Source: an optimization exercise on an open RTL-to-GDS flow (aim: small area, a short achievable clock period and few clock cycles per item). Production flows keep margins and buffers that such runs may drop.
The RTL was checked by simulation tests, not by an equivalence proof against the original design.
Power figures rest on the tool's default switching activity, not on a simulated workload.

## rev 12
==> flow/design.v (excerpt) <==
module point_in_polygon_crossing_test #(
    parameter int COORD_BITS  = pip_pkg::COORD_BITS_DEFAULT,
    parameter int QUEUE_DEPTH = pip_pkg::QUEUE_DEPTH_DEFAULT
) (
    input  logic                  i_clk,
    input  logic                  i_rst_n,
    input  logic                  i_cfg_we,
    input  logic                  i_cfg_idx,
    input  logic [COORD_BITS-1:0] i_cfg_data,
    input  logic                  i_valid,
    output logic                  o_ready,
    input  logic [COORD_BITS-1:0] i_vertex_x,
    input  logic [COORD_BITS-1:0] i_vertex_y,
    input  logic                  i_last_vertex,
    output logic                  o_valid,
    input  logic                  i_ready,
    output logic                  o_inside_res
);
Size: roughly 2500 cells after synthesis, roughly 350 flip-flops.
Settings: LEC_CHECK=0, ABC_AREA=1, CAP_MARGIN=10, CORE_MARGIN=2, CORE_UTILIZATION=40, SETUP_SLACK_MARGIN=5, SLEW_MARGIN=10; clock period 10.0 ns.
run.sh (not shown) runs the stock make flow with config.mk's settings and CLKGATE_MAP_FILE= SYNTH_SCRIPT=/design/flow/synth_recipe.tcl, a recipe that flattens the netlist after the stock synthesis.
Rev 12 finished all stages; the layout is clean.
Testbench counts of rev 12, summed over its fixed seeds: cycles 15,097, vertices 14,293.
Inputs modified between rev 12 and rev 13:
- a change of CAP_MARGIN from 10 to 20
- a change of SLEW_MARGIN from 10 to 20
Notes after the runs:
- On share of total power in the clock network, rev 13 and rev 12 are basically level.
- Per the comparison of rev 13 with rev 12, final instance area level; number of standard cells in the final layout excluding fillers level; critical path depth level; sequential element share of the synthesized area level.


run 1:
Another version of the RTL of point_in_polygon_crossing_test (not shown whole).
Size: roughly 2000 cells after synthesis, about 350 flip-flops.
export LEC_CHECK = 0
export CAP_MARGIN = 20
export CORE_MARGIN = 2
export CORE_UTILIZATION = 40
export SETUP_SLACK_MARGIN = 5
export SLEW_MARGIN = 20
create_clock -name core_clock -period 10.0 [get_ports {i_clk}]
Testbench counts of run 1, summed over its fixed seeds: cycles 15,071, vertices 14,293.
> inputs changed (run 1 -> run 2)
Settings: SETUP_SLACK_MARGIN no longer set, was 5.
Results
On share of synthesized area occupied by flip-flops and latches, run 2 and run 1 are basically level.
Peak fanout along the critical path delta for run 2 relative to run 1: 119 higher
Worst hold slack: run 2 vs run 1, no meaningful difference
Per the comparison of run 2 with run 1, required arrival time at the worst endpoint now sits at about the same level; number of buffers added for setup after CTS now sits lower; maximum number of pins on one net before global-route repair now sits higher.
Non-clock buffer count: run 2 lower than run 1
The run with more setup slack is run 1; run 2 has less.
Against run 1 as the reference, run 2 delivers a lower layout cell share with drive strength beyond 1.
Run 2: total leakage power about 1.2% below run 1
Status: number of placement rows parity (run 2, run 1)
Setup changes, run 2 to run 3
Settings: CORE_UTILIZATION: 40 -> 65; SETUP_SLACK_MARGIN: unset -> 5.
### Flow results
Part of the total power dissipated in the clock network delta (run 2 -> run 3): insignificant
Diff run 3..run 2 | share of the final layout cell area in sequential cells | negligible
Power density relative to cell area (lower): run 2
The type of the worst setup path comes out flop to flop in one run and primary input to flop in the other, namely in run 2 and run 3 respectively.
Part of the cycle the worst path needs for run 3: 6.7 points down relative to run 2
Fraction of cell area in non-clock buffers (run 3 over run 2): increase, 0.69 points
Sequential standard cell area: run 2 vs run 3 — no meaningful difference
### run 3 -> run 4
Settings: CORE_UTILIZATION changed from 65 to 40; ABC_AREA newly set to 1.
- On run 4: endpoint required time on the critical path is 90 ps lower than what run 3 gave.
- Relative to run 3, share of synthesized area spent on multiplexers decreased by 8.4 points in run 4.
- Run 4 against run 3: final critical-path setup slack climbed 110 ps, relative area of non-clock buffer cells in the final design dropped 0.56 points, largest fanout on the critical path climbed 24.


point_in_polygon_crossing_test, a different RTL version from the one above (not shown whole).
Size: ~2300 cells after synthesis, ~58 I/O pins, about 20000 sq um of cells after synthesis.
Design point_in_polygon_crossing_test, start of the top module:
module point_in_polygon_crossing_test #(
    parameter int COORD_BITS  = pip_pkg::COORD_BITS_DEFAULT,
    parameter int QUEUE_DEPTH = pip_pkg::QUEUE_DEPTH_DEFAULT
) (
    input  logic                  i_clk,
    input  logic                  i_rst_n,
    input  logic                  i_cfg_we,
    input  logic                  i_cfg_idx,
    input  logic [COORD_BITS-1:0] i_cfg_data,
    input  logic                  i_valid,
    output logic                  o_ready,
    input  logic [COORD_BITS-1:0] i_vertex_x,
    input  logic [COORD_BITS-1:0] i_vertex_y,
    input  logic                  i_last_vertex,
    output logic                  o_valid,
    input  logic                  i_ready,
    output logic                  o_inside_res
);
clock: 10.0 ns
lec_check: 0
abc_area: 1
cap_margin: 20
core_margin: 2
core_utilization: 40
slew_margin: 20
setup_slack_margin: 5.9
standard.sh (not shown) runs the stock make flow with config.mk's settings and CLKGATE_MAP_FILE= SYNTH_SCRIPT=/design/flow/synth_recipe.tcl, a recipe that flattens the netlist after the stock synthesis.
==> flow/flow/run.sh <==
#!/bin/bash
set -e
CFG=${FLOW_CONFIG:-config.mk}
MARGIN=$(cat flow/margin.txt)
grep -v '^export SETUP_SLACK_MARGIN' "$CFG" > config.mk.new
echo "export SETUP_SLACK_MARGIN = ${MARGIN}" >> config.mk.new
cat config.mk.new > "$CFG"
bash standard.sh > standard.log 2>&1
==> flow/flow/margin.txt <==
5.9
Testbench counts at the start, summed over its fixed seeds: cycles 15,713, vertices 14,293.
Then changed:
==> flow/run.sh (new file) <==
#!/bin/bash
# synth_recipe.tcl (not shown) runs the flow's synth.tcl, then flattens the netlist and writes it again
# the make line also repeats each setting of config.mk as NAME=value (left out here)
make -C /OpenROAD-flow-scripts/flow DESIGN_CONFIG=/design/flow/config.mk WORK_HOME=/design/flow/orfs CLKGATE_MAP_FILE= SYNTH_SCRIPT=/design/flow/synth_recipe.tcl finish
Settings changed: SETUP_SLACK_MARGIN 5.9 to 5.
removed: flow/flow/run.sh
removed: flow/flow/margin.txt
removed: flow/standard.sh
Effect: Clock skew fell by 0.0058 ns. Final cell count drops by 1.1%. Worst setup slack is worse by 0.52 ns. Via count shrinks by 0.67%. Maximum frequency fell by 11%. Critical path depth is higher by 1. Area after synthesis stays the same. Global-route usage shrinks by 0.10 points.
Then changed:
==> flow/flow/run.sh (new file) <==
#!/bin/bash
set -e
CFG=${FLOW_CONFIG:-config.mk}
MARGIN=$(cat flow/margin.txt)
grep -v '^export SETUP_SLACK_MARGIN' "$CFG" > config.mk.new
echo "export SETUP_SLACK_MARGIN = ${MARGIN}" >> config.mk.new
cat config.mk.new > "$CFG"
bash standard.sh > standard.log 2>&1
==> flow/flow/margin.txt (new file) <==
6.2
==> flow/standard.sh (new file) <==
#!/bin/bash
# synth_recipe.tcl (not shown) runs the flow's synth.tcl, then flattens the netlist and writes it again
# the make line also repeats each setting of config.mk as NAME=value (left out here)
make -C /OpenROAD-flow-scripts/flow DESIGN_CONFIG=/design/flow/config.mk WORK_HOME=/design/flow/orfs CLKGATE_MAP_FILE= SYNTH_SCRIPT=/design/flow/synth_recipe.tcl "${@:-finish}"
Settings changed: SETUP_SLACK_MARGIN 5 to 6.2.
removed: flow/run.sh
=> Cell area climbs by about 9%; routed wire length went up by 6.7%; global-route usage rose by 0.91 points; via count came out higher by 3.9%; clock power hardly moves.

-- what the ideal ports hide --
Ports are ideal in the flow. The routed layouts listed here were re-timed in OpenROAD. Step 1 (the two cells are an assumption about what drives the block):
set clk [get_ports {i_clk}]
set_driving_cell -lib_cell sky130_fd_sc_hd__clkbuf_16 $clk
set_driving_cell -lib_cell sky130_fd_sc_hd__buf_2 [delete_from_list [all_inputs] $clk]
Step 2 moves the port delays by t, midway between the first and last clock arrival at a register: inputs arrive t later, outputs are due t later. That takes back most of the time a late clock gives input paths. Three values: no drivers, after step 1, after step 2; two values: the first two.
| run | t (ns) | setup slack, ns | worst setup path after step 2 | worst data-port slew with drivers (ns) |
|---|---|---|---|---|
| rev 12 | 0.612 | 5.349 / 5.349 / 4.785 | input to register | 0.06 |
| rev 13 | 0.612 | 5.349 / 5.349 / 4.785 | input to register | 0.06 |
| run 1 | 0.600 | 5.131 / 5.131 / 4.634 | input to register | 0.08 |
| run 2 | 0.609 | 4.506 / 4.506 / 4.325 | input to register | 0.10 |
| run 3 | 0.579 | 5.175 / 5.204 / 4.624 | input to register | 0.07 |
| run 4 | 0.606 | 5.283 / 5.283 / 4.755 | input to register | 0.07 |
| the first run of note 3 | 0.599 | 5.900 / 5.900 / 5.393 | input to register | 0.07 |
| the second run of note 3 | 0.593 | 5.385 / 5.385 / 4.821 | input to register | 0.07 |
| the third run of note 3 | 0.592 | 5.843 / 5.843 / 5.761 | input to register | 0.06 |
After both steps every run listed still meets setup and hold.
